This is an optimization exercise on Yosys and OpenROAD, whose aim is small area, a short achievable clock period and few clock cycles per item, not a production implementation.
Function was checked by simulation only, so behaviour that the tests miss may differ from the original.
Power figures rest on the tool's default switching activity, not on a simulated workload.

==> flow/design.v <==
package ecm_pkg;
  localparam int PIXEL_BITS      = 8;
  localparam int MAX_DIM_DEFAULT = 4096;
  localparam int DIM_BITS        = 13;
  localparam int POS_BITS        = 12;
  localparam int CFG_IDX_BITS    = 3;
  localparam int CFG_DATA_BITS   = 13;
  localparam logic [DIM_BITS-1:0] RST_FRAME_WIDTH  = 13'd640;
  localparam logic [DIM_BITS-1:0] RST_FRAME_HEIGHT = 13'd480;
  localparam logic [POS_BITS-1:0] RST_CENTRE_X     = 12'd320;
  localparam logic [POS_BITS-1:0] RST_CENTRE_Y     = 12'd240;
  localparam logic [POS_BITS-1:0] RST_RADIUS_X     = 12'd100;
  localparam logic [POS_BITS-1:0] RST_RADIUS_Y     = 12'd100;
  typedef enum logic [CFG_IDX_BITS-1:0] {
    CFG_FRAME_WIDTH  = 3'd0,
    CFG_FRAME_HEIGHT = 3'd1,
    CFG_CENTRE_X     = 3'd2,
    CFG_CENTRE_Y     = 3'd3,
    CFG_RADIUS_X     = 3'd4,
    CFG_RADIUS_Y     = 3'd5
  } cfg_index_t;
  typedef struct packed {
    logic [DIM_BITS-1:0] frame_width;
    logic [DIM_BITS-1:0] frame_height;
    logic [POS_BITS-1:0] centre_x;
    logic [POS_BITS-1:0] centre_y;
    logic [POS_BITS-1:0] radius_x;
    logic [POS_BITS-1:0] radius_y;
  } cfg_t;
  typedef enum logic [3:0] {
    S_IDLE,
    S_LAT_RX,
    S_LAT_RY,
    S_LAT_LIM,
    S_POS,
    S_DIFF,
    S_MUL_XX,
    S_MUL_XR,
    S_MUL_YY,
    S_MUL_YR,
    S_FIN
  } state_t;
  typedef enum logic [2:0] {
    MUL_NONE,
    MUL_RX,
    MUL_RY,
    MUL_LIM,
    MUL_AX,
    MUL_TX,
    MUL_AY,
    MUL_TY
  } mul_sel_t;
  typedef struct packed {
    logic     accept;
    logic     latch_win;
    logic     latch_size;
    logic     pos;
    logic     diff;
    logic     out_load;
    mul_sel_t mul_sel;
  } cmd_t;
  typedef struct packed {
    logic in_win;
    logic out_free;
  } status_t;
endpackage
module ecm_add #(
  parameter int N = 8,
  parameter int L = 3
) (
  input  logic [N-1:0] a,
  input  logic [N-1:0] b,
  input  logic         ci,
  output logic [N-1:0] y
);
  logic [N-1:0] p0, g0;
  logic [N-1:0] p [0:2*L];
  logic [N-1:0] g [0:2*L];
  logic [N-1:0] c;
  assign p0 = a ^ b;
  assign g0 = a & b;
  always_comb begin
    p[0] = p0;
    g[0] = g0;
    g[0][0] = g0[0] | (p0[0] & ci);
    for (int i = 1; i <= L; i++) begin
      p[i] = p[i-1];
      g[i] = g[i-1];
      for (int j = 2**i - 1; j < N; j += 2**i) begin
        g[i][j] = g[i-1][j] | (p[i-1][j] & g[i-1][j - 2**(i-1)]);
        p[i][j] = p[i-1][j] & p[i-1][j - 2**(i-1)];
      end
    end
    for (int i = L; i > 0; i--) begin
      p[2*L-i+1] = p[2*L-i];
      g[2*L-i+1] = g[2*L-i];
      for (int j = 2**i + 2**(i-1) - 1; j < N; j += 2**i) begin
        g[2*L-i+1][j] = g[2*L-i][j] | (p[2*L-i][j] & g[2*L-i][j - 2**(i-1)]);
        p[2*L-i+1][j] = p[2*L-i][j] & p[2*L-i][j - 2**(i-1)];
      end
    end
    c = {g[2*L][N-2:0], ci};
  end
  assign y = p0 ^ c;
endmodule
import ecm_pkg::*;
module elliptic_roi_crop_mask #(
  parameter int MAX_DIM = MAX_DIM_DEFAULT
) (
  input  logic                     clk,
  input  logic                     rst,
  input  logic                     cfg_write,
  input  logic [CFG_IDX_BITS-1:0]  cfg_index,
  input  logic [CFG_DATA_BITS-1:0] cfg_data,
  input  logic                     in_valid,
  output logic                     in_ready,
  input  logic [PIXEL_BITS-1:0]    in_pixel,
  input  logic                     in_sof,
  output logic                     out_valid,
  input  logic                     out_ready,
  output logic [PIXEL_BITS-1:0]    out_masked_pixel,
  output logic                     out_inside_ellipse,
  output logic [POS_BITS-1:0]      out_crop_col,
  output logic [POS_BITS-1:0]      out_crop_row,
  output logic                     out_last_of_crop
);
  localparam logic [12:0] MAX_DIM_V = 13'(MAX_DIM);
  logic [12:0] W, H;
  logic [11:0] cx, cy, rx, ry;
  wire  [12:0] dim_eff = (cfg_data == 13'd0) ? 13'd1 : (cfg_data > MAX_DIM_V) ? MAX_DIM_V : cfg_data;
  wire  [11:0] rad_eff = (cfg_data[11:0] == 12'd0) ? 12'd1 : cfg_data[11:0];
  always_ff @(posedge clk) begin
    if (rst) begin
      W  <= RST_FRAME_WIDTH;
      H  <= RST_FRAME_HEIGHT;
      cx <= RST_CENTRE_X;
      cy <= RST_CENTRE_Y;
      rx <= RST_RADIUS_X;
      ry <= RST_RADIUS_Y;
    end else if (cfg_write) begin
      case (cfg_index)
        3'd0: W  <= dim_eff;
        3'd1: H  <= dim_eff;
        3'd2: cx <= cfg_data[11:0];
        3'd3: cy <= cfg_data[11:0];
        3'd4: rx <= rad_eff;
        3'd5: ry <= rad_eff;
        default: ;
      endcase
    end
  end
  logic       in_ready_q;
  logic       k_v, k_sof;
  logic [7:0] k_px;
  logic       s1_v, s1_sof;
  logic [7:0] s1_px;
  logic [1:0] s1_ph;
  assign in_ready = in_ready_q;
  wire accept = in_valid && in_ready_q;
  logic        wv;
  logic [11:0] xs, ys;
  logic [12:0] xe, ye;
  logic [12:0] ny;
  logic [11:0] col, row;
  logic        s2_v, s2_in, s2_last, s2_lastx;
  logic [7:0]  s2_px;
  logic [11:0] s2_ci, s2_cj;
  localparam int I_IDLE = 0, I_PRE = 1, I_START = 2, I_SQ = 3, I_T = 4, I_MUL = 5,
                 I_END = 6, I_ROW = 7, I_CONV1 = 8, I_CONV2 = 9, I_SRCH = 10;
  logic [10:0]        ts;
  logic signed [50:0] F;
  logic signed [37:0] G, Hh;
  logic [23:0]        RX2, RY2;
  logic signed [14:0] at, bt;
  logic [11:0]        trow;
  logic [4:0]         ti;
  logic               rep, sofinit;
  wire inc_c   = !rep && F[50] && !at[14];
  wire dec_c   = rep && !F[50] && (bt != at);
  wire t_ready = ts[I_SRCH] && !inc_c && !dec_c;
  wire kok     = t_ready && (s2_cj == trow);
  wire signed [14:0] a_sel = at;
  wire signed [14:0] b_sel = bt;
  wire signed [14:0] ci2   = $signed({2'b00, s2_ci, 1'b0});
  wire in_ell = (ci2 > a_sel) && (ci2 < b_sel);
  wire out_free = !out_valid || out_ready;
  wire s2_go    = s2_v && (!s2_in || (kok && out_free));
  wire s2_free  = !s2_v || s2_go;
  wire copy     = s2_v && s2_in && s2_lastx && kok && out_free;
  wire need     = s2_v && s2_in && !kok;
  wire l1     = s1_v && s1_sof && (s1_ph == 2'd0) && s2_free;
  wire p_ok   = s1_v && (!s1_sof || (s1_ph == 2'd2));
  wire p_go   = p_ok && s2_free;
  wire s1_free = !s1_v || p_go;
  logic        cz, rz, c_wrap, r_wrap;
  logic [12:0] c1, r1, dcs, drs, dce, dre;
  logic [11:0] col_n, row_n;
  logic        p_in, p_last, in_x, in_y, last_x, last_y;
  logic [11:0] p_ci, p_cj, cinc, rinc;
  always_comb begin
    cz     = s1_sof || ({1'b0, col} >= W);
    rz     = s1_sof || ({1'b0, row} >= H);
    c1     = {1'b0, col} + 13'd1;
    r1     = {1'b0, row} + 13'd1;
    dcs    = {1'b0, col} - {1'b0, xs};
    drs    = {1'b0, row} - {1'b0, ys};
    dce    = {1'b0, col} - xe;
    dre    = {1'b0, row} - ye;
    c_wrap = cz ? (W == 13'd1) : (c1 == W);
    cinc   = cz ? 12'd1 : c1[11:0];
    in_x   = cz ? (xs == 12'd0) : (!dcs[12] && dce[12]);
    p_ci   = cz ? (12'd0 - xs) : dcs[11:0];
    last_x = cz ? (xe == 13'd1) : (c1 == xe);
    r_wrap = rz ? (H == 13'd1) : (r1 == H);
    rinc   = rz ? 12'd1 : r1[11:0];
    in_y   = rz ? (ys == 12'd0) : (!drs[12] && dre[12]);
    p_cj   = rz ? (12'd0 - ys) : drs[11:0];
    last_y = rz ? (ye == 13'd1) : (r1 == ye);
    col_n  = c_wrap ? 12'd0 : cinc;
    row_n  = !c_wrap ? (rz ? 12'd0 : row) : (r_wrap ? 12'd0 : rinc);
    p_in   = wv && in_x && in_y;
    p_last = last_x && last_y;
  end
  always_ff @(posedge clk) begin
    if (rst) begin
      in_ready_q <= 1'b1;
      k_v        <= 1'b0;
      s1_v       <= 1'b0;
      s1_ph      <= 2'd0;
      s2_v       <= 1'b0;
      out_valid  <= 1'b0;
      col        <= 12'd0;
      row        <= 12'd0;
      wv         <= 1'b0;
    end else begin
      if (s1_free) begin
        if (k_v) begin
          s1_v   <= 1'b1;
          s1_px  <= k_px;
          s1_sof <= k_sof;
        end else begin
          s1_v   <= accept;
          s1_px  <= in_pixel;
          s1_sof <= in_sof;
        end
        s1_ph <= 2'd0;
        k_v   <= 1'b0;
        in_ready_q <= 1'b1;
      end else begin
        if (accept) begin
          k_v  <= 1'b1;
          k_px <= in_pixel;
          k_sof <= in_sof;
        end
        in_ready_q <= !(k_v || accept);
        if (l1) s1_ph <= 2'd2;
      end
      if (l1) wv <= 1'b1;
      if (p_go) begin
        col <= col_n;
        row <= row_n;
      end
      if (p_go) s2_v <= 1'b1;
      else if (s2_go) s2_v <= 1'b0;
      if (s2_go && s2_in) out_valid <= 1'b1;
      else if (out_ready) out_valid <= 1'b0;
    end
  end
  wire [12:0] dxs = {1'b0, cx} - {1'b0, rx};
  wire [12:0] dys = {1'b0, cy} - {1'b0, ry};
  wire [12:0] xe_raw = {1'b0, cx} + {1'b0, rx} + 13'd1;
  wire [12:0] ye_raw = {1'b0, cy} + {1'b0, ry} + 13'd1;
  always_ff @(posedge clk) begin
    if (l1) begin
      xs <= dxs[12] ? 12'd0 : dxs[11:0];
      ys <= dys[12] ? 12'd0 : dys[11:0];
      xe <= (xe_raw > W) ? W : xe_raw;
      ye <= (ye_raw > H) ? H : ye_raw;
    end
    if (s1_ph == 2'd2) ny <= ye - {1'b0, ys};
    if (p_go) begin
      s2_px   <= s1_px;
      s2_in   <= p_in;
      s2_ci   <= p_ci;
      s2_cj   <= p_cj;
      s2_last <= p_last;
      s2_lastx <= last_x;
    end
    if (s2_go && s2_in) begin
      out_masked_pixel   <= in_ell ? s2_px : 8'd0;
      out_inside_ellipse <= in_ell;
      out_crop_col       <= s2_ci;
      out_crop_row       <= s2_cj;
      out_last_of_crop   <= s2_last;
    end
  end
  function automatic [4:0] msb_idx(input [23:0] v);
    integer b;
    begin
      msb_idx = 5'd0;
      for (b = 0; b < 24; b = b + 1)
        if (v[b]) msb_idx = b[4:0];
    end
  endfunction
  wire cj_eq    = (s2_cj == trow);
  wire cj_lt    = s2_cj < trow;
  wire tracking = ts[I_ROW] || ts[I_CONV1] || ts[I_CONV2] || ts[I_SRCH];
  wire restart  = need && cj_lt && tracking;
  wire adv_row  = copy || (need && !cj_lt && !cj_eq && t_ready);
  wire [23:0] rx2_n = sofinit ? F[23:0] : RX2;
  wire [23:0] ry2_n = sofinit ? G[23:0] : RY2;
  wire [12:0] nx    = xe - {1'b0, xs};
  wire [12:0] rx13  = {1'b0, rx};
  wire [12:0] ry13  = {1'b0, ry};
  wire [4:0]  msb   = msb_idx(ts[I_START] ? {11'd0, rx13 | ry13 | ny} : (rx2_n | {11'd0, ny}));
  wire        ld_ti = ts[I_START] || ts[I_T];
  wire [4:0]  tn    = ld_ti ? msb : ti - 5'd1;
  wire [23:0] msrc  = ts[I_T] ? rx2_n : RX2;
  logic       b_f, b_g, b_h;
  always_ff @(posedge clk) begin
    if (ts[I_START] || ts[I_SQ]) begin
      b_f <= (tn < 5'd13) && rx13[tn[3:0]];
      b_g <= (tn < 5'd13) && ry13[tn[3:0]];
    end else begin
      b_f <= msrc[tn];
    end
    b_h <= (tn < 5'd13) && ny[tn[3:0]];
  end
  logic [50:0] fa, fb;
  logic        fs;
  logic [37:0] ga, gb, ha, hb;
  logic        gs, hs;
  wire  [50:0] fsum;
  wire  [37:0] gsum, hsum;
  ecm_add #(.N(51), .L(6)) u_fadd (.a(fa), .b(fb ^ {51{fs}}), .ci(fs), .y(fsum));
  ecm_add #(.N(38), .L(6)) u_gadd (.a(ga), .b(gb ^ {38{gs}}), .ci(gs), .y(gsum));
  ecm_add #(.N(38), .L(6)) u_hadd (.a(ha), .b(hb ^ {38{hs}}), .ci(hs), .y(hsum));
  wire [50:0] g_x = {{13{G[37]}}, G};
  wire [50:0] h_x = {{11{Hh[37]}}, Hh, 2'b00};
  wire sq = ts[I_SQ], tt = ts[I_T], mul = ts[I_MUL], en_ = ts[I_END], rw = ts[I_ROW];
  wire cv1 = ts[I_CONV1], cv2 = ts[I_CONV2], sr = ts[I_SRCH];
  always_comb begin
    fa = ({51{sq | mul}} & {F[49:0], 1'b0})
       | ({51{en_ | rw | cv2 | sr}} & F);
    fb = ({51{sq & b_f}} & 51'(rx))
       | ({51{(mul & b_f) | cv2 | sr}} & g_x)
       | ({51{en_}})
       | ({51{rw}} & h_x);
    fs = cv2 | (sr & rep);
    ga = ({38{sq}} & {G[36:0], 1'b0})
       | ({38{tt}} & Hh)
       | ({38{cv1 | cv2 | sr}} & G);
    gb = ({38{sq & b_g}} & 38'(ry))
       | ({38{tt}} & {12'd0, ry2_n, 2'b00})
       | ({38{cv1 | cv2 | sr}} & {13'd0, RY2, 1'b0})
       | ({38{en_}} & {14'd0, RY2});
    gs = tt | cv1 | cv2 | (sr & rep);
    ha = ({38{sq | mul}} & {Hh[36:0], 1'b0})
       | ({38{en_ | rw}} & Hh);
    hb = ({38{sq & b_h}} & 38'(ny))
       | ({38{(mul & b_h) | en_}} & {14'd0, RX2})
       | ({38{rw}} & {13'd0, RX2, 1'b0});
    hs = mul;
  end
  wire step = inc_c || dec_c;
  wire f_en = ts[I_START] | sq | tt | mul | en_ | rw | cv2 | (sr & step);
  wire g_en = ts[I_START] | sq | tt | en_ | cv1 | cv2 | (sr & step);
  wire h_en = ts[I_START] | sq | tt | mul | en_ | rw;
  always_ff @(posedge clk) begin
    if (f_en) F  <= fsum;
    if (g_en) G  <= gsum;
    if (h_en) Hh <= hsum;
  end
  localparam logic [10:0] O_IDLE = 11'd1 << I_IDLE, O_PRE = 11'd1 << I_PRE,
                          O_START = 11'd1 << I_START, O_SQ = 11'd1 << I_SQ, O_T = 11'd1 << I_T,
                          O_MUL = 11'd1 << I_MUL, O_END = 11'd1 << I_END, O_ROW = 11'd1 << I_ROW,
                          O_CONV1 = 11'd1 << I_CONV1, O_CONV2 = 11'd1 << I_CONV2,
                          O_SRCH = 11'd1 << I_SRCH;
  always_ff @(posedge clk) begin
    if (rst) begin
      ts <= O_IDLE;
    end else if (l1) begin
      ts      <= O_PRE;
      sofinit <= 1'b1;
    end else if (restart) begin
      ts      <= O_START;
      sofinit <= 1'b0;
      trow    <= 12'd0;
    end else begin
      if (ts[I_PRE]) ts <= O_START;
      if (ts[I_START]) begin
        trow <= 12'd0;
        ti   <= msb;
        ts   <= O_SQ;
      end
      if (sq) begin
        ti <= ti - 5'd1;
        if (ti == 5'd0) ts <= O_T;
      end
      if (tt) begin
        RX2 <= rx2_n;
        RY2 <= ry2_n;
        ti  <= msb;
        ts  <= O_MUL;
      end
      if (mul) begin
        ti <= ti - 5'd1;
        if (ti == 5'd0) ts <= O_END;
      end
      if (en_) begin
        at   <= $signed({2'b00, nx});
        bt   <= $signed({2'b00, nx});
        rep  <= 1'b0;
        ts   <= O_SRCH;
      end
      if (rw) begin
        trow <= trow + 12'd1;
        if (!Hh[37] && !rep) begin
          if (bt != at) ts <= O_CONV1;
          else begin
            rep <= 1'b1;
            ts  <= O_SRCH;
          end
        end else begin
          ts <= O_SRCH;
        end
      end
      if (cv1) ts <= O_CONV2;
      if (cv2) begin
        rep <= 1'b1;
        ts  <= O_SRCH;
      end
      if (sr) begin
        if (step) begin
          at <= inc_c ? at - 15'sd1 : at + 15'sd1;
          bt <= inc_c ? bt + 15'sd1 : bt - 15'sd1;
        end else if (adv_row) begin
          ts <= O_ROW;
        end
      end
    end
  end
endmodule
==> flow/flow/run.sh <==
#!/bin/bash
set -uo pipefail
ADDER_MAP_FILE= bash standard.sh synth > synth.log 2>&1 || exit 1
export SETUP_SLACK_MARGIN=6.2
export BUFFER_PORTS_ARGS="-buffer_cell sky130_fd_sc_hd__buf_2"
bash standard.sh > layout.log 2>&1 || exit 1
==> flow/standard.sh <==
#!/bin/bash
# synth_recipe.tcl (not shown) runs the flow's synth.tcl, then flattens the netlist and writes it again
# the make line also repeats each setting of config.mk as NAME=value (left out here)
make -C /OpenROAD-flow-scripts/flow DESIGN_CONFIG=/design/flow/config.mk WORK_HOME=/design/flow/orfs CLKGATE_MAP_FILE= SYNTH_SCRIPT=/design/flow/synth_recipe.tcl "${@:-finish}"
==> flow/config.mk <==
export PLATFORM = sky130hd
export DESIGN_NAME = elliptic_roi_crop_mask
export DESIGN_NICKNAME = elliptic_roi_crop_mask
export VERILOG_FILES = /design/flow/design.v
export SDC_FILE = /design/flow/constraint.sdc
export NUM_CORES = 4
export LEC_CHECK = 0
export CAP_MARGIN = 30
export CORE_MARGIN = 2
export CORE_UTILIZATION = 40
export SLEW_MARGIN = 30
==> flow/constraint.sdc <==
create_clock -name core_clock -period 11.0 [get_ports {clk}]
set_input_delay 2.2000 -clock core_clock [delete_from_list [all_inputs] [get_ports {clk}]]
set_output_delay 2.2000 -clock core_clock [all_outputs]
set_load 0.01 [all_outputs]
==> summary.md, run 1 <==
| Metric | Value |
|---|---|
| Status | `timing/DRC/antenna clean` |
| First-pass GRT wire length | `166,000 µm` |
| Max Freq | `211 MHz` |
| Worst R2R Path Depth | `14` |
| Final worst path period need | `4750 ps` |
| Vias in the first global route | `28,800` |
| CTS Sinks | `492` |
| H-tree levels | `2` |
| FILL cells | `8,880` |
| DRC | `0` |
| Final slew viol count | `0` |
| Worst R2R Start | `ts[6]` |
| # rows | `111` |
| CP arrival | `5130 ps` |
| Routed wire length | `106,000 µm` |
| Slew margin rel. | `36.3%` |
| Int Pwr | `3.42 mW` |
| Gate power share | `9.0%` |
| Clock Skews | `33.9 ps` |
| Critical register-to-register path endpoint | `F[35]` |
| HP Start | `s1_px[3]` |
| CTS root buf | `clkbuf_16` |
| Synth top cells by count | `xnor2_1 (392), nand2_1 (377), edfxtp_1 (375)` |
| Clock tree buffer depth | `3` |
| Peak supply drop | `0.000140 V` |
| Share of the synthesized area in the top cell type | `30.6%` |
| TritonCTS buffer count | `59` |
| Sequential share of power | `47.0%` |
| Syn Nets | `4,110` |
| Starting Density | `40.3%` |
| Final nets | `4,033` |
| Dominant synthesized flop cell | `edfxtp_1` |
| Final Wtd Congestion | `0.910` |
| Design Power | `4.63 mW` |
| Register area share after synthesis | `37.0%` |
| Hpwl dp | `76,400 µm` |
| WHS Path Cells | `0` |
| Clock latency (worst-skew pair) | `650 ps` |
| Clock group share of total power | `44.0%` |
| Share of layout cells above drive strength 1 | `11.5%` |
| Worst slew pin tran | `946 ps` |
| Switch share | `26.0%` |
| DR WL/cell | `20.3 µm` |
| Die area | `94,400 µm²` |
| Core area | `91,400 µm²` |
| Most numerous cell in the Yosys netlist | `xnor2_1` |
| I/O pin count | `66` |
| Max-Cap Viols | `0` |
| TritonCTS clock tree | `done` |
| Number of synthesized flops with an enable pin | `375` |
| Finished Cell Area | `40,700 µm²` |
| Sequential Area | `13,600 µm²` |
| Overall fraction of global-route tracks in use | `21.8%` |
| Syn Inst Count | `4,080` |
| Die H | `307 µm` |
| Setup ws final | `6250 ps` |
| Post-synthesis cell type count | `95` |
| Cell accounting for the most synthesized area | `edfxtp_1` |
| Initial antenna violation count | `3` |
| Ranking of synthesized cells by area | `edfxtp_1 (31%), xnor2_1 (9.3%), dfxtp_1 (6.4%)` |
| Syn. warnings | `7` |
| Mapped cell area | `36,800 µm²` |
| Vias per cell | `5.90` |
| Via count | `30,900` |
| PD cells | `114 nW/µm²` |
| Register bit count reported by yosys | `492` |
| CTS Hold Bufs | `0` |
| R2r setup slk | `6250 ps` |
| Pin count of the biggest net entering global routing | `66` |
| Port-buffer cells | `65` |
| Hold Crit Class | `register to register` |
| Clock transition at the registers of the reported paths | `60 ps` |
| Hold Crit Endpoint | `s2_px[3]` |
| Die Wd | `307 µm` |
| Crit path required time | `11,380 ps` |
| Placed Area | `37,900 µm²` |
| Asr flop ratio synth | `0%` |
| Static Leakage | `13.9 nW` |
| Area occupied by multi-input gates | `21,800 µm²` |
| RSZ-0062 raised after global routing | `yes` |
| Final setup vio count | `0` |
| GRT Residual Overflow | `0` |
| Setup TNS | `0 ps` |
| Pre-antenna DRT Iters | `6` |
| Initial DRC Count | `2,570` |
| Sw Pwr | `1.20 mW` |
| Final hold violation count | `0` |
| Syn Area/Cell | `9.02 µm²` |
| Critical Path End Type | `register` |
| Period utilization | `43.2%` |
| Worst-path fanout max | `59` |
| CP startpoint kind | `register` |
| Pre-CTS WS | `5290 ps` |
| CP Class | `register to register` |
| Final ANT Viol Nets | `0` |
| Layout area overhead | `10.6%` |
registers in the layout, summed over array words and instances, names as in the netlist, 13 cells and up:
| name | flops |
|---|---|
| at | 15 |
| W | 13 |
| ye | 13 |
| RX2 | 24 |
| xe | 13 |
| F | 51 |
| ny | 13 |
| bt | 15 |
| RY2 | 24 |
| H | 13 |
| G | 38 |
| Hh | 38 |
worst max path at each step:
stage / startpoint / to / slack [ps] / cells after the start
2_1_floorplan: ts[7] / F[0] / 6260 / 9
3_3_place_gp: ts[5] / F[49] / 5320 / 15
3_5_place_dp: ts[5] / F[49] / 5290 / 15
4_1_cts: sofinit / G[35] / 6190 / 16
5_1_grt: ts[10] / G[35] / 6080 / 14
6_report: ts[6] / F[35] / 6250 / 14
final cells by class:
class	count	share of cell area [%]
antenna	1	0.00615
clock buffer	81	4.24
clock inverter	30	0.729
inverter	168	1.55
multi-input combinational	3140	53.7
sequential	492	33.5
tap	1186	3.65
timing repair buffer	142	2.62
layer usage:
layer,global-route usage [%],share of wire (%),up-vias
met5,0,0,-
met4,6.63,3.1,0
met3,2.33,4.8,152
met2,36.4,47,864
met1,29.6,45,15000
li1,-,-,14900
per-stage QoR:
stage	hold WS [ps]	instances	utilization, %
floorplan	400	4080	-
global placement	401	5096	41.5
detailed placement	405	5096	41.5
CTS	420	5218	44.0
global route	424	5239	44.5
finish	421	5240	44.5
cell usage in the layout, fill, tap and decap left out, types with 26 or more instances in the layout:
master     netlist  routed
nand2_1        377     376
a21o_1          27      26
nor3_1          83      79
xnor2_1        392     392
a22o_1          50      50
a31oi_1         35      33
buf_2           35      64
o21ai_0        162     158
a21oi_1        255     253
maj3_1         122     118
nor4_1          45      42
nand3_1         68      66
and2_1          32      30
dfxtp_1        117     105
a22oi_1        106      98
o22ai_1         32      32
a222oi_1        43      43
mux2i_1         92      91
a221oi_1        64      52
nor2_1         317     314
inv_1          160     158
nand2b_1        56      56
clkbuf_16        0      64
nand4_1         27      27
buf_4            1      61
or2_2           27      28
a211oi_1        35      34
or3_1           29      27
xor2_1         142     142
edfxtp_1       375     375
nor2b_1         53      53
mux2_2          76      76
cells by family after synthesis:
family	synth area share, %
AND/OR/NAND/NOR	15.8
multiplexers	4.95
flip-flops	37.0
AO/OA/AOI/OAI	20.3
buffers and inverters	4.76
XOR/XNOR	13.3
adder cells (fa/ha/maj)	3.90
worst max-delay path, stage by stage (launching register included):
cell and delay [ps]:
dfxtp_4 440, or4_2 730, buf_12 240, a22oi_2 220, xnor3_2 400, nand4_1 180
a21oi_1 80, a221oi_2 300, o21ai_1 140, a31oi_4 290, o21ai_1 160, maj3_1 410
maj3_2 340, maj3_1 390, xor2_1 160
power by group through the flow:
stage	Clock, mW	Sequential (mW)	Combinational, mW
2_1_floorplan	0	2.15	0.337
3_3_place_gp	0	2.21	0.399
3_5_place_dp	0	2.22	0.404
4_1_cts	2.07	2.18	0.408
5_1_grt	2.13	2.19	0.458
6_report	2.03	2.18	0.416
what timing repair did:
action	in CTS	in global routing
gates resized for setup	46	71
setup endpoints to repair	64	119
hold endpoints to repair	0	0
setup buffers	10	20
pin swaps	8	17
gates cloned	1	1
Testbench counts, summed over its fixed seeds: cycles 22,200, items 21,528.
==> inputs of run 2 (changes only) <==
--- a/flow/config.mk
+++ b/flow/config.mk
@@ -9,3 +9,4 @@
 export CORE_MARGIN = 2
 export CORE_UTILIZATION = 40
 export SLEW_MARGIN = 30
+export TNS_END_PERCENT = 0
==> summary.md, run 2 <==
| Metric | Value |
|---|---|
| Syn. warnings | `7` |
| DR WL/cell | `20.3 µm` |
| Most numerous cell in the Yosys netlist | `xnor2_1` |
| Register area share after synthesis | `37.0%` |
| Status | `timing/DRC/antenna clean` |
| Clock group share of total power | `44.0%` |
| Post-synthesis cell type count | `95` |
| CTS Hold Bufs | `0` |
| Clock latency (worst-skew pair) | `650 ps` |
| CTS Sinks | `492` |
| Biggest regs | `F: 51 flops, G: 38 flops, Hh: 38 flops` |
| Synth top cells by count | `xnor2_1 (392), nand2_1 (377), edfxtp_1 (375)` |
| TritonCTS buffer count | `59` |
| Share of the synthesized area in the top cell type | `30.6%` |
| CP Class | `register to register` |
| Most frequent cells in the layout | `xnor2_1 (392), nand2_1 (376), edfxtp_1 (375)` |
| Setup ws final | `6250 ps` |
| Syn Area/Cell | `9.02 µm²` |
| Cell accounting for the most synthesized area | `edfxtp_1` |
| Hold Crit Endpoint | `s2_px[3]` |
| Worst R2R Start | `rx[0]` |
| Ranking of synthesized cells by area | `edfxtp_1 (31%), xnor2_1 (9.3%), dfxtp_1 (6.4%)` |
| Die area | `94,400 µm²` |
| R2r setup slk | `6250 ps` |
| Critical Path End Type | `register` |
| Pin count of the biggest net entering global routing | `66` |
| Syn Inst Count | `4,080` |
| GRT Residual Overflow | `0` |
| Die Wd | `307 µm` |
| DRC | `0` |
| Final setup vio count | `0` |
| Final Util | `44.3%` |
| Period utilization | `43.2%` |
| Final nets | `4,022` |
| Sequential share of power | `47.1%` |
| Max reg flops | `51` |
| CTS root buf | `clkbuf_16` |
| TritonCTS clock tree | `done` |
| Commonest non-fill, non-tap cell in the layout | `xnor2_1` |
| Placed Area | `37,900 µm²` |
| Overall fraction of global-route tracks in use | `21.7%` |
| WHS Path Cells | `0` |
| Slew margin rel. | `36.2%` |
| Sw Pwr | `1.20 mW` |
| Critical register-to-register path endpoint | `xs[1]` |
| FILL cells | `8,899` |
| # diodes | `0` |
| Static Leakage | `13.8 nW` |
| Vias per cell | `5.91` |
| Int Pwr | `3.42 mW` |
| Vias in the first global route | `28,700` |
| Via count | `30,900` |
| Core area | `91,400 µm²` |
| Finished Cell Area | `40,500 µm²` |
| # rows | `111` |
| Clock tree buffer depth | `3` |
| CP arrival | `5220 ps` |
| I/O pin count | `66` |
| Register bit count reported by yosys | `492` |
| Worst R2R Path Depth | `13` |
| Syn Nets | `4,110` |
| Share of layout cells above drive strength 1 | `10.8%` |
| Worst-path fanout max | `11` |
| PD cells | `114 nW/µm²` |
| Final ANT Viol Nets | `0` |
| Placed insts | `5,096` |
| Die H | `307 µm` |
| Asr flop ratio synth | `0%` |
| Clock transition at the registers of the reported paths | `60 ps` |
| Pre-antenna DRT Iters | `6` |
| Setup TNS | `0 ps` |
| Layout area overhead | `10.1%` |
| Final Wtd Congestion | `0.910` |
| Dominant synthesized flop cell | `edfxtp_1` |
| HP Start | `s1_px[3]` |
| Final worst path period need | `4750 ps` |
| Gate power share | `8.9%` |
| Initial DRC Count | `2,705` |
| First-pass GRT wire length | `165,000 µm` |
| Routed wire length | `106,000 µm` |
| Final slew viol count | `0` |
| RSZ-0062 raised after global routing | `yes` |
| Area occupied by multi-input gates | `21,800 µm²` |
| Reg with most FFs | `F` |
| Crit path required time | `11,470 ps` |
| Final hold violation count | `0` |
| CP startpoint kind | `register` |
| Mapped cell area | `36,800 µm²` |
| Peak supply drop | `0.000135 V` |
| Clock Skews | `34.5 ps` |
| Final Non-Filler Cells | `5,228` |
| Pre-CTS WS | `5290 ps` |
| Starting Density | `40.3%` |
| Hpwl dp | `76,400 µm` |
| Number of synthesized flops with an enable pin | `375` |
| Worst slew pin tran | `949 ps` |
| Initial antenna violation count | `3` |
| Max Freq | `211 MHz` |
| Hold Crit Class | `register to register` |
| Max-Cap Viols | `0` |
| Sequential Area | `13,600 µm²` |
| Switch share | `26.0%` |
| Port-buffer cells | `65` |
| H-tree levels | `2` |
run 2: cell counts after synthesis:
Identical to the previous run, type by type.
run 2: area by class of cell:
| type | count | area share, % |
|---|---|---|
| Clock buffer | 81 | 4.26 |
| Clock inverter | 30 | 0.732 |
| Inverter | 168 | 1.56 |
| Multi-Input combinational cell | 3140 | 53.8 |
| Sequential cell | 492 | 33.6 |
| Tap cell | 1186 | 3.66 |
| Timing Repair Buffer | 131 | 2.34 |
run 2: through the flow:
step | hold slack, ps | power [mW]
floorplan | 400 | 2.49
global placement | 401 | 2.61
detailed placement | 405 | 2.62
CTS | 420 | 4.65
global route | 424 | 4.77
finish | 421 | 4.62
run 2: worst max path at each step:
stage	slack [ps]	startpoint	endpoint	cells after the start
after floorplan	6260	ts[7]	F[0]	9
after global placement	5320	ts[5]	F[49]	15
after detailed placement	5290	ts[5]	F[49]	15
after CTS	5990	ts[3]	F[49]	15
after global routing	6060	sofinit	G[35]	15
final	6250	rx[0]	xs[1]	13
run 2: layer usage:
metal / vias up / wire, µm / share of wire (%) / GRT usage [%]
met5: - / 0 / 0 / 0
met4: 0 / 3180 / 3.0 / 6.59
met3: 153 / 5190 / 4.9 / 2.27
met2: 890 / 50100 / 47 / 36.3
met1: 14900 / 47600 / 45 / 29.6
li1: 14900 / - / - / -
run 2: what timing repair did:
item	4_1_cts	5_1_grt
pin swaps	5	13
gates resized for setup	27	61
setup buffers	6	13
cloned	1	1
endpoints found under the setup margin	64	141
endpoints found under the hold margin	0	0
run 2: worst max-delay path, cell delays in order, from the launching register on:
cell	delay, ps
dfxtp_1	450
nor2b_4	200
maj3_2	330
maj3_2	340
maj3_2	340
maj3_2	340
maj3_2	340
o21a_1	210
maj3_2	340
maj3_2	340
maj3_2	340
maj3_2	330
maj3_2	430
nor2_1	240
run 2: kinds of logic after synthesis:
group                      Yosys count  synth area share (%)
AOI/OAI and AO/OA                 1070                  20.3
xor gates and xnor gates           544                  13.3
adders and majority gates          141                  3.90
buffers and inverters              450                  4.76
DFF                                492                  37.0
muxes                              170                  4.95
and+or+nand+nor                   1213                  15.8
run 2: power by group through the flow:
stage | Combinational (mW) | Sequential (mW) | Clock (mW)
CTS | 0.407 | 2.18 | 2.07
finish | 0.411 | 2.18 | 2.03
global route | 0.453 | 2.19 | 2.13
global placement | 0.399 | 2.21 | 0
floorplan | 0.337 | 2.15 | 0
detailed placement | 0.404 | 2.22 | 0
==> inputs of run 3 (changes only) <==
--- a/flow/config.mk
+++ b/flow/config.mk
@@ -8,5 +8,6 @@
 export CAP_MARGIN = 30
 export CORE_MARGIN = 2
 export CORE_UTILIZATION = 40
+export CTS_BUF_LIST = sky130_fd_sc_hd__clkbuf_8
 export SLEW_MARGIN = 30
 export TNS_END_PERCENT = 0
==> summary.md, run 3 <==
| Metric | Value |
|---|---|
| Status | `timing/DRC/antenna clean` |
| Slowest stage delay, CP | `730 ps` |
| CTS root buf | `clkbuf_8` |
| Cell mode on critical path | `maj3_1` |
| Ranking of synthesized cells by area | `edfxtp_1 (31%), xnor2_1 (9.3%), dfxtp_1 (6.4%)` |
| PD cells | `108 nW/µm²` |
| GRT Residual Overflow | `0` |
| Die Wd | `307 µm` |
| Overall fraction of global-route tracks in use | `22.0%` |
| Final Util | `44.1%` |
| Layout area overhead | `9.48%` |
| Final nets | `4,056` |
| Critical path cell sequence | `or4_2, buf_12, a22oi_1, xnor3_1, nand2_1, o2bb2ai_4, nor4_2, o21ai_2, a31oi_4, o21ai_1, maj3_1, maj3_2, maj3_1, xor2_1` |
| Die area | `94,400 µm²` |
| Setup ws final | `6240 ps` |
| Most numerous cell in the Yosys netlist | `xnor2_1` |
| Share of layout cells above drive strength 1 | `11.4%` |
| DR WL/cell | `20.2 µm` |
| Pre-CTS WS | `5290 ps` |
| Biggest regs | `F: 51 flops, G: 38 flops, Hh: 38 flops` |
| Syn. warnings | `7` |
| Max reg flops | `51` |
| First-pass GRT wire length | `166,000 µm` |
| Register bit count reported by yosys | `492` |
| CP delay by family, top | `adder cells` |
| Reg with most FFs | `F` |
| Starting Density | `40.3%` |
| Final hold violation count | `0` |
| Syn Inst Count | `4,080` |
| Clock transition at the registers of the reported paths | `60 ps` |
| Mapped cell area | `36,800 µm²` |
| Clock latency (worst-skew pair) | `740 ps` |
| CP Class | `register to register` |
| DRC | `0` |
| Max Freq | `210 MHz` |
| Number of synthesized flops with an enable pin | `375` |
| Hpwl dp | `76,400 µm` |
| Share of the synthesized area in the top cell type | `30.6%` |
| Initial antenna violation count | `4` |
| Critical Path End Type | `register` |
| H-tree levels | `3` |
| Clock tree buffer depth | `3` |
| Asr flop ratio synth | `0%` |
| TritonCTS clock tree | `done` |
| Routed wire length | `107,000 µm` |
| Static Leakage | `13.9 nW` |
| Max-Cap Viols | `0` |
| Vias per cell | `5.86` |
| Pin count of the biggest net entering global routing | `66` |
| Most frequent cells in the layout | `xnor2_1 (391), nand2_1 (376), edfxtp_1 (375)` |
| Post-synthesis cell type count | `95` |
| Crit path required time | `11,470 ps` |
| Via count | `31,000` |
| Clock Skews | `29.1 ps` |
| Worst path slowest cell | `or4_2` |
| Peak supply drop | `0.0000700 V` |
| Core area | `91,400 µm²` |
| Buffer and inverter count on the worst path | `1` |
| TritonCTS buffer count | `93` |
| Period utilization | `43.3%` |
| # rows | `111` |
| Vias in the first global route | `29,100` |
| Setup TNS | `0 ps` |
| CP arrival | `5230 ps` |
| Finished Cell Area | `40,300 µm²` |
| Final Wtd Congestion | `0.910` |
| Syn Nets | `4,110` |
| CTS Hold Bufs | `0` |
| Synth top cells by count | `xnor2_1 (392), nand2_1 (377), edfxtp_1 (375)` |
| RSZ-0062 raised after global routing | `yes` |
| Die H | `307 µm` |
| Cell accounting for the most synthesized area | `edfxtp_1` |
| CTS Sinks | `492` |
| Worst slew pin tran | `923 ps` |
| Pre-antenna DRT Iters | `8` |
| Final worst path period need | `4760 ps` |
| Final slew viol count | `0` |
| Final setup vio count | `0` |
| Port-buffer cells | `65` |
| FILL cells | `8,934` |
| Initial DRC Count | `2,907` |
| Commonest non-fill, non-tap cell in the layout | `xnor2_1` |
| Design Power | `4.36 mW` |
| Dominant synthesized flop cell | `edfxtp_1` |
| Register area share after synthesis | `37.0%` |
| Placed Area | `37,900 µm²` |
| Worst-path fanout max | `59` |
| Syn Area/Cell | `9.02 µm²` |
| Slew margin rel. | `37.9%` |
| Final ANT Viol Nets | `0` |
| CP startpoint kind | `register` |
| I/O pin count | `66` |
| Hold Crit Class | `register to register` |
==> run 3: repair_timing <==
action,in CTS,in global routing
gates resized for setup,27,64
gates cloned,1,1
buffers inserted,6,13
pin swaps,5,11
endpoints found under the setup margin,66,139
==> run 3: logic make-up after synthesis <==
family,share of synthesized area [%]
AND/OR/NAND/NOR,15.8
AO/OA/AOI/OAI,20.3
XOR/XNOR,13.3
flip-flops,37.0
buffers and inverters,4.76
multiplexers,4.95
adder cells (fa/ha/maj),3.90
==> run 3: per-layer routing <==
| metal | GRT usage, % | vias to the layer above | share of wire [%] |
|---|---|---|---|
| li1 | - | 15000 | - |
| met5 | 0 | - | 0 |
| met1 | 29.5 | 15000 | 44 |
| met2 | 36.6 | 895 | 47 |
| met3 | 2.65 | 191 | 5.2 |
| met4 | 7.63 | 0 | 3.1 |
==> run 3: report_power, final <==
group	switching, mW	internal, mW
Combinational	0.240	0.171
Clock	0.862	0.909
Sequential	0.102	2.08
Total	1.20	3.16
==> run 3: path summary, 6_finish.rpt <==
path,start,endpoint,slack (ps),cells past startpoint
max,ts[6],F[35],6240,14
min,s1_px[0],s2_px[0],420,0
max reg2reg,ts[6],F[35],6240,14
min reg2reg,s1_px[0],s2_px[0],420,0
==> run 3: layout make-up <==
| class | instances | area (µm²) | area share [%] |
|---|---|---|---|
| multi-input combinational | 3140 | 21800 | 54.1 |
| sequential | 492 | 13600 | 33.8 |
| tap | 1186 | 1480 | 3.68 |
| clock buffer | 103 | 1420 | 3.52 |
| timing repair buffer | 131 | 946 | 2.35 |
| inverter | 168 | 632 | 1.57 |
| clock inverter | 69 | 360 | 0.895 |
| antenna | 2 | 5.00 | 0.0124 |
==> run 3: per-stage QoR <==
step,instances,hold slack (ps)
after floorplan,4080,400
after global placement,5096,401
after detailed placement,5096,405
after CTS,5275,421
after global routing,5290,423
final,5291,420
==> inputs of run 4 (changes only) <==
--- a/flow/config.mk
+++ b/flow/config.mk
@@ -10,4 +10,3 @@
 export CORE_UTILIZATION = 40
 export CTS_BUF_LIST = sky130_fd_sc_hd__clkbuf_8
 export SLEW_MARGIN = 30
-export TNS_END_PERCENT = 0
==> summary.md, run 4 <==
| Metric | Value |
|---|---|
| Max Freq | `214 MHz` |
| Status | `timing/DRC/antenna clean` |
| XOR/XNOR Fraction of Synth Area | `13.3%` |
| Worst slew pin tran | `952 ps` |
| Pre-antenna DRT Iters | `7` |
| Slowest stage delay, CP | `520 ps` |
| CP arrival | `5220 ps` |
| Syn Area/Cell | `9.02 µm²` |
| HP Start | `s1_px[0]` |
| H-tree levels | `3` |
| Hpwl dp | `76,400 µm` |
| Final setup vio count | `0` |
| Peak supply drop | `0.0000704 V` |
| DR WL/cell | `20.2 µm` |
| Worst setup path startpoint | `ts[10]` |
| Design Power | `4.36 mW` |
| Final Non-Filler Cells | `5,299` |
| First-pass GRT wire length | `167,000 µm` |
| Cell accounting for the most synthesized area | `edfxtp_1` |
| Setup ws final | `6320 ps` |
| Register area share after synthesis | `37.0%` |
| CP Class | `register to register` |
| Syn. warnings | `7` |
| Final worst path period need | `4680 ps` |
| Worst path slowest cell | `or3_4` |
| Die Wd | `307 µm` |
| Max-Cap Viols | `0` |
| GRT Residual Overflow | `0` |
| TritonCTS buffer count | `93` |
| Final slew viol count | `0` |
| Slew margin rel. | `35.9%` |
| Asr flop ratio synth | `0%` |
| Initial DRC Count | `2,904` |
| Layout area overhead | `9.97%` |
| Reg with most FFs | `F` |
| Placed insts | `5,096` |
| Worst-path fanout max | `55` |
| Routed wire length | `107,000 µm` |
| Share of the synthesized area in the top cell type | `30.6%` |
| Synth Area in Compound Gates | `20.3%` |
| Hold Crit Class | `register to register` |
| WHS Path Cells | `0` |
| Most frequent cells in the layout | `xnor2_1 (392), nand2_1 (376), edfxtp_1 (375)` |
| Vias in the first global route | `29,100` |
| Crit path required time | `11,550 ps` |
| Max reg flops | `51` |
| Placed Area | `37,900 µm²` |
| CTS root buf | `clkbuf_8` |
| Initial antenna violation count | `4` |
| Critical path cell sequence | `or3_4, buf_8, a222oi_1, xnor2_1, xnor2_1, or3_1, nor4b_4, a32oi_4, buf_4, o31ai_4, nor3_1, a2111oi_4, mux2i_1, a2111oi_2` |
| Via count | `31,100` |
| Die H | `307 µm` |
| Share of layout cells above drive strength 1 | `11.9%` |
| DRC | `0` |
| CTS Sinks | `492` |
| Core area | `91,400 µm²` |
| PD cells | `108 nW/µm²` |
| Dominant synthesized flop cell | `edfxtp_1` |
| Post-synthesis cell type count | `95` |
| CP startpoint kind | `register` |
| Largest family of logic cells by synthesized area | `compound AO/OA/AOI/OAI gates` |
| Cell mode on critical path | `xnor2_1` |
| Register bit count reported by yosys | `492` |
| Critical Path End Type | `register` |
| Worst R2R Path Depth | `14` |
| Overall fraction of global-route tracks in use | `22.0%` |
| Worst R2R Start | `ts[10]` |
| Vias per cell | `5.87` |
| Hold Crit Endpoint | `s2_px[0]` |
| Pre-CTS WS | `5290 ps` |
| Synth Area in Adders | `3.90%` |
| Final ANT Viol Nets | `0` |
| Pin count of the biggest net entering global routing | `66` |
| Static Leakage | `14.0 nW` |
| Syn Inst Count | `4,080` |
| Number of synthesized flops with an enable pin | `375` |
| Synth top cells by count | `xnor2_1 (392), nand2_1 (377), edfxtp_1 (375)` |
| Hold WS | `420 ps` |
| Syn Nets | `4,110` |
| Period utilization | `42.5%` |
| Final Util | `44.3%` |
| Clock Skews | `29.0 ps` |
| Synth Area in Simple Gates | `15.8%` |
| I/O pin count | `66` |
| Port-buffer cells | `65` |
| Mux contribution to synthesized area | `4.95%` |
| Final nets | `4,065` |
| Final Wtd Congestion | `0.910` |
| Setup TNS | `0 ps` |
| RSZ-0062 raised after global routing | `yes` |
| # rows | `111` |
| Most numerous cell in the Yosys netlist | `xnor2_1` |
| Clock transition at the registers of the reported paths | `60 ps` |
| TritonCTS clock tree | `done` |
| CP delay by family, top | `compound AO/OA/AOI/OAI gates` |
| Final hold violation count | `0` |
| Die area | `94,400 µm²` |
| R2r setup slk | `6320 ps` |
| Clock tree buffer depth | `3` |
| Buffer and inverter count on the worst path | `2` |
| Clock latency (worst-skew pair) | `740 ps` |
| Biggest regs | `F: 51 flops, G: 38 flops, Hh: 38 flops` |
| Commonest non-fill, non-tap cell in the layout | `xnor2_1` |
| Starting Density | `40.3%` |
| Ranking of synthesized cells by area | `edfxtp_1 (31%), xnor2_1 (9.3%), dfxtp_1 (6.4%)` |
| Mapped cell area | `36,800 µm²` |
| Critical register-to-register path endpoint | `G[35]` |
| Finished Cell Area | `40,500 µm²` |
## run 4: how the worst max path moves through the flow
stage	endpoint	slack, ps	depth (start not counted)
2_1_floorplan	F[0]	6260	9
3_3_place_gp	F[49]	5320	15
3_5_place_dp	F[49]	5290	15
4_1_cts	G[35]	6170	16
5_1_grt	G[35]	6070	16
6_report	G[35]	6320	14
## run 4: cell families (layout without fill, tap and decap cells)
kind of cell,Yosys count,in the layout
AO/OA/AOI/OAI,1070,1070
XOR/XNOR,544,544
adder cells (fa/ha/maj),141,141
buffers and inverters,450,480
flip-flops,492,492
multiplexers,170,170
other,0,1
AND/OR/NAND/NOR,1213,1215
## run 4: cell type report
class | instances | area [µm²]
multi-input combinational | 3140 | 21900
tap | 1186 | 1480
inverter | 168 | 632
clock inverter | 69 | 360
sequential | 492 | 13600
antenna | 1 | 2.50
fill | 8912 | 50900
clock buffer | 103 | 1420
timing repair buffer | 140 | 1050
## run 4: worst reg2reg max path: cells and delay by family, from the launching register on
kind / cells / cell delay, ps
multiplexers: 1 / 140
AND/OR/NAND/NOR: 4 / 1460
flip-flops: 1 / 420
XOR/XNOR: 2 / 360
AO/OA/AOI/OAI: 5 / 1660
buffers and inverters: 2 / 450
## run 4: per-layer routing
| layer | GRT usage [%] | wire, µm | up-vias |
|---|---|---|---|
| met5 | 0 | 0 | - |
| met4 | 7.67 | 3250 | 0 |
| met3 | 2.70 | 5620 | 186 |
| met2 | 36.7 | 50800 | 950 |
| met1 | 29.5 | 47600 | 15000 |
| li1 | - | - | 15000 |
## run 4: power by group
group	leakage, nW	switching (mW)	internal [mW]
logic	8.48	0.243	0.173
registers	4.43	0.101	2.08
clock network	1.05	0.860	0.909
## run 4: what timing repair did
action / 4_1_cts / 5_1_grt
gates cloned: 1 / 2
pin swaps: 8 / 16
hold buffers: 0 / 0
buffers inserted: 11 / 16
resized for setup: 46 / 71
endpoints found under the hold margin: 0 / 0
setup endpoints to repair: 66 / 123
==> inputs of run 5 (changes only) <==
==> flow/flow/run.sh (replaced) <==
#!/bin/bash
set -uo pipefail
ADDER_MAP_FILE= bash standard.sh synth > synth.log 2>&1 || exit 1
export SETUP_SLACK_MARGIN=6.4
export BUFFER_PORTS_ARGS="-buffer_cell sky130_fd_sc_hd__buf_2"
bash standard.sh > layout.log 2>&1 || exit 1
--- a/flow/config.mk
+++ b/flow/config.mk
@@ -10,3 +10,4 @@
 export CORE_UTILIZATION = 40
 export CTS_BUF_LIST = sky130_fd_sc_hd__clkbuf_8
 export SLEW_MARGIN = 30
+export TNS_END_PERCENT = 0
==> summary.md, run 5 <==
| Metric | Value |
|---|---|
| Status | `timing/DRC/antenna clean` |
| Hold Crit Class | `register to register` |
| Design Power | `4.37 mW` |
| Synth top cells by count | `xnor2_1 (392), nand2_1 (377), edfxtp_1 (375)` |
| RSZ-0062 raised after global routing | `yes` |
| Final slew viol count | `0` |
| Critical Path End Type | `register` |
| Syn Area/Cell | `9.02 µm²` |
| Max reg flops | `51` |
| Clock transition at the registers of the reported paths | `60 ps` |
| Biggest regs | `F: 51 flops, G: 38 flops, Hh: 38 flops` |
| CP Class | `register to register` |
| TritonCTS buffer count | `93` |
| Clock Skews | `33.9 ps` |
| Final Util | `44.8%` |
| H-tree levels | `3` |
| Pin count of the biggest net entering global routing | `66` |
| Overall fraction of global-route tracks in use | `22.1%` |
| Setup TNS | `0 ps` |
| Initial DRC Count | `2,917` |
| CTS Sinks | `492` |
| Clock tree buffer depth | `3` |
| Number of synthesized flops with an enable pin | `375` |
| Cell accounting for the most synthesized area | `edfxtp_1` |
| Syn Nets | `4,110` |
| CTS root buf | `clkbuf_8` |
| Post-synthesis cell type count | `95` |
| Register area share after synthesis | `37.0%` |
| Worst slew pin tran | `939 ps` |
| CTS Hold Bufs | `0` |
| Syn Inst Count | `4,080` |
| Ranking of synthesized cells by area | `edfxtp_1 (31%), xnor2_1 (9.3%), dfxtp_1 (6.4%)` |
| Period utilization | `41.6%` |
| Buffer and inverter count on the worst path | `3` |
| Static Leakage | `14.1 nW` |
| Final hold violation count | `0` |
| Die Wd | `307 µm` |
| Max Freq | `218 MHz` |
| I/O pin count | `66` |
| Port-buffer cells | `65` |
| DRC | `0` |
| Most numerous cell in the Yosys netlist | `xnor2_1` |
| CP delay by family, top | `compound AO/OA/AOI/OAI gates` |
| Vias in the first global route | `29,100` |
| # rows | `111` |
| CP arrival | `5050 ps` |
| Via count | `31,400` |
| Slew margin rel. | `36.8%` |
| PD cells | `107 nW/µm²` |
| Asr flop ratio synth | `0%` |
| Die area | `94,400 µm²` |
| Share of the synthesized area in the top cell type | `30.6%` |
| Slowest stage delay, CP | `400 ps` |
| Register bit count reported by yosys | `492` |
| Core area | `91,400 µm²` |
| Final Wtd Congestion | `0.910` |
| Pre-antenna DRT Iters | `7` |
| Most frequent cells in the layout | `xnor2_1 (390), nand2_1 (376), edfxtp_1 (375)` |
| TritonCTS clock tree | `done` |
| Dominant synthesized flop cell | `edfxtp_1` |
| Final worst path period need | `4580 ps` |
| Critical path cell sequence | `buf_12, a211o_1, buf_12, a221oi_1, xnor2_1, a31o_2, a21oi_1, o21ai_1, o21ai_2, buf_4, a31oi_4, o21ai_2, maj3_1, maj3_2, maj3_1, xor2_1` |
| Reg with most FFs | `F` |
| Worst path slowest cell | `maj3_1` |
| Hpwl dp | `76,400 µm` |
| Crit path required time | `11,470 ps` |
| Worst-path fanout max | `44` |
| Mapped cell area | `36,800 µm²` |
| GRT Residual Overflow | `0` |
| Final setup vio count | `0` |
| First-pass GRT wire length | `167,000 µm` |
| Starting Density | `40.3%` |
| Commonest non-fill, non-tap cell in the layout | `xnor2_1` |
| Vias per cell | `5.89` |
| Final ANT Viol Nets | `0` |
| CP startpoint kind | `register` |
| Clock latency (worst-skew pair) | `740 ps` |
| DR WL/cell | `20.6 µm` |
| Syn. warnings | `7` |
| Initial antenna violation count | `5` |
| Final nets | `4,085` |
| Die H | `307 µm` |
| Share of layout cells above drive strength 1 | `13.1%` |
| Routed wire length | `109,000 µm` |
| Layout area overhead | `11.4%` |
| Peak supply drop | `0.0000704 V` |
| Max-Cap Viols | `0` |
## run 5: cell counts after synthesis
Identical to the previous run, type by type.
## run 5: worst register-to-register path, cell delays in order (launching register included)
cell and delay [ps]:
dfxtp_2 330, buf_12 170, a211o_1 390, buf_12 200
a221oi_1 410, xnor2_1 320, a31o_2 250, a21oi_1 90
o21ai_1 180, o21ai_2 80, buf_4 160, a31oi_4 340
o21ai_2 130, maj3_1 400, maj3_2 340, maj3_1 390
xor2_1 160
## run 5: what timing repair did
action | in CTS | in global routing
gates cloned | 1 | 7
buffers inserted | 14 | 28
gates resized for setup | 55 | 125
endpoints found under the setup margin | 164 | 197
pin swaps | 9 | 39
## run 5: cells by family after synthesis
logic type                 count (synthesis)  share of synthesized area (%)
muxes                                    170                           4.95
DFF                                      492                           37.0
buffers and inverters                    450                           4.76
xor gates and xnor gates                 544                           13.3
AOI/OAI and AO/OA                       1070                           20.3
and+or+nand+nor                         1213                           15.8
adders and majority gates                141                           3.90
## run 5: path summary, 6_finish.rpt
kind                 start       end  slack [ps]  cells after the start
setup reg to reg     ts[5]     F[35]        6420                     16
hold reg to reg   s1_px[0]  s2_px[0]         420                      0
hold / removal    s1_px[0]  s2_px[0]         420                      0
setup / recovery     ts[5]     F[35]        6420                     16
## run 5: layer usage
layer	global-route usage, %	routed length (µm)
met5	0	0
met4	8.58	3610
met3	2.91	6140
met2	36.3	51500
met1	29.5	48300
## run 5: power by group
group	internal, mW	switching [mW]
registers	2.08	0.103
logic	0.177	0.246
clock network	0.909	0.862
## run 5: area by class of cell
class	instances	area, µm²
sequential	492	13600
clock buffer	103	1420
clock inverter	69	360
multi-input combinational	3141	22100
inverter	168	632
timing repair buffer	159	1370
tap	1186	1480
antenna	1	2.50
fill	8867	50400
## run 5: through the flow
stage	hold WS, ps	instances	setup slack (ps)	instance area (µm²)
2_1_floorplan	400	4080	6260	36800
3_3_place_gp	401	5096	5320	37900
3_5_place_dp	405	5096	5290	37900
4_1_cts	421	5283	6240	40100
5_1_grt	423	5319	6270	41000
6_report	420	5319	6420	41000
==> inputs of run 6 (changes only) <==
--- a/flow/config.mk
+++ b/flow/config.mk
@@ -7,7 +7,7 @@
 export LEC_CHECK = 0
 export CAP_MARGIN = 30
 export CORE_MARGIN = 2
-export CORE_UTILIZATION = 40
+export CORE_UTILIZATION = 50
 export CTS_BUF_LIST = sky130_fd_sc_hd__clkbuf_8
 export SLEW_MARGIN = 30
 export TNS_END_PERCENT = 0
==> summary.md, run 6 <==
| Metric | Value |
|---|---|
| Status | `timing/DRC/antenna clean` |
| GRT Residual Overflow | `0` |
| Clock tree buffer depth | `3` |
| RSZ-0062 raised after global routing | `yes` |
| Final worst path period need | `4700 ps` |
| Dominant synthesized flop cell | `edfxtp_1` |
| Clock Skews | `36.6 ps` |
| Area occupied by multi-input gates | `21,800 µm²` |
| CTS Hold Bufs | `0` |
| Vias per cell | `6.15` |
| Worst-path fanout max | `2` |
| Hold WS | `418 ps` |
| Asr flop ratio synth | `0%` |
| Finished Cell Area | `40,300 µm²` |
| Register area share after synthesis | `37.0%` |
| Number of synthesized flops with an enable pin | `375` |
| Most numerous cell in the Yosys netlist | `xnor2_1` |
| Worst slew pin tran | `941 ps` |
| Cell accounting for the most synthesized area | `edfxtp_1` |
| DRC | `0` |
| Final hold violation count | `0` |
| PD cells | `111 nW/µm²` |
| Ranking of synthesized cells by area | `edfxtp_1 (31%), xnor2_1 (9.3%), dfxtp_1 (6.4%)` |
| Largest family of logic cells by synthesized area | `compound AO/OA/AOI/OAI gates` |
| CTS root buf | `clkbuf_8` |
| Pin count of the biggest net entering global routing | `77` |
| Syn Nets | `4,110` |
| Static Leakage | `14.0 nW` |
| HP Start | `s1_px[3]` |
| Initial antenna violation count | `5` |
| First-pass GRT wire length | `165,000 µm` |
| Die H | `275 µm` |
| Pre-antenna DRT Iters | `11` |
| Biggest regs | `F: 51 flops, G: 38 flops, Hh: 38 flops` |
| Critical Path End Type | `register` |
| Synth Area in Compound Gates | `20.3%` |
| TritonCTS buffer count | `91` |
| Syn Inst Count | `4,080` |
| Die area | `75,800 µm²` |
| CP Class | `register to register` |
| Period utilization | `42.7%` |
| Hpwl dp | `75,700 µm` |
| Hold Crit Class | `register to register` |
| Synth Area in Simple Gates | `15.8%` |
| DR WL/cell | `20.9 µm` |
| Slew margin rel. | `36.8%` |
| # rows | `99` |
| Worst setup path startpoint | `ys[0]` |
| Final slew viol count | `0` |
| CP arrival | `5110 ps` |
| Core area | `72,800 µm²` |
| Via count | `31,200` |
| Final Util | `55.4%` |
| Reg with most FFs | `F` |
| Post-synthesis cell type count | `95` |
| Design Power | `4.47 mW` |
| FILL cells | `6,707` |
| H-tree levels | `3` |
| Synth top cells by count | `xnor2_1 (392), nand2_1 (377), edfxtp_1 (375)` |
| Initial DRC Count | `3,092` |
| Placed Area | `37,600 µm²` |
| Mux contribution to synthesized area | `4.95%` |
| Final setup vio count | `0` |
| Final Wtd Congestion | `0.892` |
| Syn. warnings | `7` |
| TritonCTS clock tree | `done` |
| Syn Area/Cell | `9.02 µm²` |
| Register bit count reported by yosys | `492` |
| Routed wire length | `106,000 µm` |
| CP startpoint kind | `register` |
| Synth Area in Adders | `3.90%` |
| R2r setup slk | `6300 ps` |
| Layout area overhead | `9.67%` |
| Final ANT Viol Nets | `0` |
| Die Wd | `275 µm` |
| Mapped cell area | `36,800 µm²` |
| Peak supply drop | `0.0000899 V` |
| Starting Density | `50.5%` |
| Commonest non-fill, non-tap cell in the layout | `xnor2_1` |
| Max-Cap Viols | `0` |
| Clock transition at the registers of the reported paths | `60 ps` |
| Crit path to | `ny[12]` |
| Max reg flops | `51` |
| Port-buffer cells | `65` |
| Share of the synthesized area in the top cell type | `30.6%` |
| Vias in the first global route | `28,800` |
| Max Freq | `213 MHz` |
| Worst R2R Start | `ys[0]` |
| Crit path required time | `11,400 ps` |
| Sequential Area | `13,600 µm²` |
| XOR/XNOR Fraction of Synth Area | `13.3%` |
| Share of layout cells above drive strength 1 | `11.9%` |
| Most frequent cells in the layout | `xnor2_1 (390), edfxtp_1 (375), nand2_1 (375)` |
| Worst R2R Path Depth | `13` |
| Clock latency (worst-skew pair) | `710 ps` |
| Overall fraction of global-route tracks in use | `27.3%` |
| Critical register-to-register path endpoint | `ny[12]` |
| Final nets | `4,068` |
| Setup TNS | `0 ps` |
| I/O pin count | `66` |
| CTS Sinks | `492` |
## run 6: worst min-delay path by stage
stage / to / slack, ps / cells past startpoint
final: s2_px[3] / 420 / 0
after global routing: s2_px[3] / 430 / 0
after CTS: s2_px[3] / 420 / 0
after detailed placement: s2_px[3] / 400 / 0
after global placement: s2_px[3] / 400 / 0
after floorplan: out_last_of_crop / 400 / 0
## run 6: metal layers
metal  part of all wire, %  global-route usage [%]
met5                     0                       0
met4                   3.2                    9.32
met3                   6.0                    3.63
met2                    46                    43.5
met1                    45                    38.1
## run 6: final cells by class
| type | instances | share of cell area (%) |
|---|---|---|
| Sequential cell | 492 | 33.8 |
| Clock buffer | 105 | 3.58 |
| Tap cell | 959 | 2.97 |
| Inverter | 168 | 1.57 |
| Clock inverter | 64 | 1.14 |
| Antenna cell | 4 | 0.0248 |
| Multi-Input combinational cell | 3142 | 54.1 |
| Timing Repair Buffer | 143 | 2.86 |
## run 6: worst max-delay path, cell delays in order, from the launching register on
cell and delay, ps:
edfxtp_1 410, nor2b_1 180, maj3_2 340, maj3_2 340
maj3_1 400, maj3_1 410, maj3_1 400, maj3_1 410
maj3_2 350, maj3_1 400, o21ai_2 200, maj3_1 240
maj3_1 200, xnor2_1 120
## run 6: cell families (layout without fill, tap and decap cells)
logic type                 after synthesis  in the layout
and+or+nand+nor                       1213           1217
DFF                                    492            492
buffers and inverters                  450            480
adders and majority gates              141            141
other                                    0              4
xor gates and xnor gates               544            544
muxes                                  170            170
AOI/OAI and AO/OA                     1070           1070
## run 6: what timing repair did
action                                  in CTS  in global routing
gates cloned                                 2                  3
hold endpoints to repair                     0                  0
endpoints found under the setup margin     158                199
setup buffers                               10                 24
resized for setup                           50                 46
pin swaps                                    7                 12
## run 6: stage by stage
step                std cells  worst slack [ps]
floorplan                4080              6260
global placement         4864              5300
detailed placement       4865              5190
CTS                      5046              6250
global route             5077              6150
finish                   5077              6300
## run 6: where the power goes
group	switching [mW]	internal (mW)	total [mW]
clock network	0.855	1.02	1.87
registers	0.103	2.08	2.18
logic	0.241	0.174	0.415
total	1.20	3.27	4.47
==> inputs of run 7 (changes only) <==
==> flow/flow/run.sh (replaced) <==
#!/bin/bash
set -uo pipefail
ADDER_MAP_FILE= bash standard.sh synth > synth.log 2>&1 || exit 1
export SETUP_SLACK_MARGIN=6.6
export BUFFER_PORTS_ARGS="-buffer_cell sky130_fd_sc_hd__buf_2"
bash standard.sh > layout.log 2>&1 || exit 1
--- a/flow/config.mk
+++ b/flow/config.mk
@@ -7,7 +7,7 @@
 export LEC_CHECK = 0
 export CAP_MARGIN = 30
 export CORE_MARGIN = 2
-export CORE_UTILIZATION = 50
+export CORE_UTILIZATION = 40
 export CTS_BUF_LIST = sky130_fd_sc_hd__clkbuf_8
 export SLEW_MARGIN = 30
 export TNS_END_PERCENT = 0
==> summary.md, run 7 <==
| Metric | Value |
|---|---|
| WL met2 | `52,400 µm` |
| DRC | `0` |
| Number of synthesized flops with an enable pin | `375` |
| Design Power | `4.39 mW` |
| Pin count of the biggest net entering global routing | `66` |
| Via count | `31,700` |
| # rows | `111` |
| Final ANT Viol Nets | `0` |
| I/O pin count | `66` |
| Hpwl dp | `76,400 µm` |
| CTS root buf | `clkbuf_8` |
| Worst-path fanout max | `11` |
| Overall fraction of global-route tracks in use | `22.3%` |
| Final Non-Filler Cells | `5,372` |
| TritonCTS buffer count | `93` |
| Placed insts | `5,096` |
| Layout area overhead | `13.2%` |
| Pre-antenna DRT Iters | `7` |
| CP arrival | `5010 ps` |
| Asr flop ratio synth | `0%` |
| Share of the synthesized area in the top cell type | `30.6%` |
| Worst slew pin tran | `893 ps` |
| Register area share after synthesis | `37.0%` |
| First-pass GRT wire length | `168,000 µm` |
| Most frequent cells in the layout | `xnor2_1 (387), nand2_1 (376), edfxtp_1 (375)` |
| Syn. warnings | `7` |
| Initial antenna violation count | `5` |
| Syn Nets | `4,110` |
| Port-buffer cells | `65` |
| RSZ-0062 raised after global routing | `yes` |
| Cell accounting for the most synthesized area | `edfxtp_1` |
| Clock Skews | `37.7 ps` |
| Static Leakage | `14.5 nW` |
| Die area | `94,400 µm²` |
| CP startpoint kind | `register` |
| Period utilization | `41.0%` |
| Routed wire length | `111,000 µm` |
| CP Class | `register to register` |
| Ranking of synthesized cells by area | `edfxtp_1 (31%), xnor2_1 (9.3%), dfxtp_1 (6.4%)` |
| Share of layout cells above drive strength 1 | `14.7%` |
| Reg with most FFs | `F` |
| Most numerous cell in the Yosys netlist | `xnor2_1` |
| Synth top cells by count | `xnor2_1 (392), nand2_1 (377), edfxtp_1 (375)` |
| Vias per cell | `5.90` |
| Slew margin rel. | `40.3%` |
| Starting Density | `40.3%` |
| Max-Cap Viols | `0` |
| Biggest regs | `F: 51 flops, G: 38 flops, Hh: 38 flops` |
| Final setup vio count | `0` |
| Max reg flops | `51` |
| Mapped cell area | `36,800 µm²` |
| Hold Crit Class | `register to register` |
| Setup TNS | `0 ps` |
| Syn Area/Cell | `9.02 µm²` |
| GRT Residual Overflow | `0` |
| Met3 WL | `6620 µm` |
| Commonest non-fill, non-tap cell in the layout | `xnor2_1` |
| Final Util | `45.6%` |
| Post-synthesis cell type count | `95` |
| Die Wd | `307 µm` |
| Die H | `307 µm` |
| Final hold violation count | `0` |
| Syn Inst Count | `4,080` |
| Clock latency (worst-skew pair) | `750 ps` |
| Initial DRC Count | `2,964` |
| Max Freq | `222 MHz` |
| Clock tree buffer depth | `3` |
| PD cells | `105 nW/µm²` |
| Vias in the first global route | `29,200` |
| Core area | `91,400 µm²` |
| Peak supply drop | `0.0000706 V` |
| Final nets | `4,138` |
| Final slew viol count | `0` |
| Dominant synthesized flop cell | `edfxtp_1` |
| Status | `timing/DRC/antenna clean` |
| Register bit count reported by yosys | `492` |
| Top layer in use | `met4` |
| Final worst path period need | `4510 ps` |
| CTS Sinks | `492` |
| CTS Hold Bufs | `0` |
| Clock transition at the registers of the reported paths | `60 ps` |
| Crit path required time | `11,490 ps` |
| Critical Path End Type | `register` |
| DR WL/cell | `20.7 µm` |
| Metal-1 WL | `48,800 µm` |
| H-tree levels | `3` |
| TritonCTS clock tree | `done` |
| Final Wtd Congestion | `0.910` |
==> run 7: cell counts after synthesis <==
Identical to the previous run, type by type.
==> run 7: cell families after synthesis <==
logic type,count (synthesis),share of synthesized area [%]
xor gates and xnor gates,544,13.3
buffers and inverters,450,4.76
and+or+nand+nor,1213,15.8
AOI/OAI and AO/OA,1070,20.3
DFF,492,37.0
muxes,170,4.95
adders and majority gates,141,3.90
==> run 7: path summary, 6_finish.rpt <==
path                            slack, ps  endpoint  cells after the start      from
worst max-delay path                 6490     F[31]                     18     ts[5]
worst min-delay path                  420  s2_px[0]                      0  s1_px[0]
worst max register to register       6490     F[31]                     18     ts[5]
worst min register to register        420  s2_px[0]                      0  s1_px[0]
==> run 7: metrics by stage <==
step	hold slack, ps	cell area [µm²]	setup slack, ps
after global placement	401	37900	5320
after floorplan	400	36800	6260
after detailed placement	405	37900	5290
after global routing	423	41700	6380
after CTS	421	40400	6400
final	420	41700	6490
==> run 7: cell type report <==
type,instances,area (µm²)
Inverter,168,632
Clock buffer,103,1420
Sequential cell,492,13600
Clock inverter,69,360
Multi-Input combinational cell,3142,22200
Fill cell,8785,49700
Antenna cell,1,2.50
Tap cell,1186,1480
Timing Repair Buffer,211,1890
==> run 7: what timing repair did <==
| item | CTS | global route |
|---|---|---|
| endpoints found under the setup margin | 242 | 236 |
| pin swaps | 29 | 44 |
| setup buffers | 24 | 65 |
| gates cloned | 4 | 10 |
| resized for setup | 110 | 106 |
| hold endpoints to repair | 0 | 0 |
==> run 7: critical path, cell delays in order, from the launching register on <==
cell	delay, ps
dfxtp_4	360
buf_12	150
a211o_4	390
buf_12	170
a221o_1	340
mux2_2	310
maj3_2	350
o2bb2ai_4	210
nor4_4	70
o21ai_2	120
buf_6	140
a31oi_4	120
buf_4	170
buf_4	140
o21ba_2	220
maj3_1	390
a21boi_1	280
maj3_1	240
xor2_1	60
==> run 7: power by group <==
part,switching (mW),leakage (nW),internal (mW)
Combinational,0.251,9.03,0.186
Sequential,0.102,4.43,2.07
Clock,0.870,1.05,0.909
==> run 7: routing by layer <==
layer / track usage (%) / vias up
li1: - / 15200
met1: 29.7 / 15300
met2: 36.7 / 1051
met3: 2.95 / 185
met4: 8.50 / 0
met5: 0 / -

## separate check: timing with driven ports
Ports are ideal in the flow. The routed layouts listed here were re-timed in OpenROAD.
Step 1, drivers: a clkbuf_16 drives clk and a buf_2 each remaining input, both assumed.
Step 2, shift: input delay + t, output delay - t, t = (earliest + latest rising clock arrival at the registers) / 2. This alone moves slack from input paths to output paths.
a / b / c = ideal / step 1 / step 2; a / b = the first two.
| run | shift t [ns] | setup WS [ns] |
|---|---|---|
| run 1 | 0.702 | 6.250 / 6.250 / 5.997 |
| run 2 | 0.701 | 6.252 / 6.252 / 5.988 |
| run 3 | 0.794 | 6.240 / 6.240 / 5.976 |
| run 4 | 0.792 | 6.322 / 6.322 / 5.961 |
| run 5 | 0.793 | 6.420 / 6.420 / 5.967 |
| run 6 | 0.756 | 6.299 / 6.299 / 5.823 |
| run 7 | 0.794 | 6.488 / 6.488 / 5.946 |
After both steps every run listed still meets setup and hold.
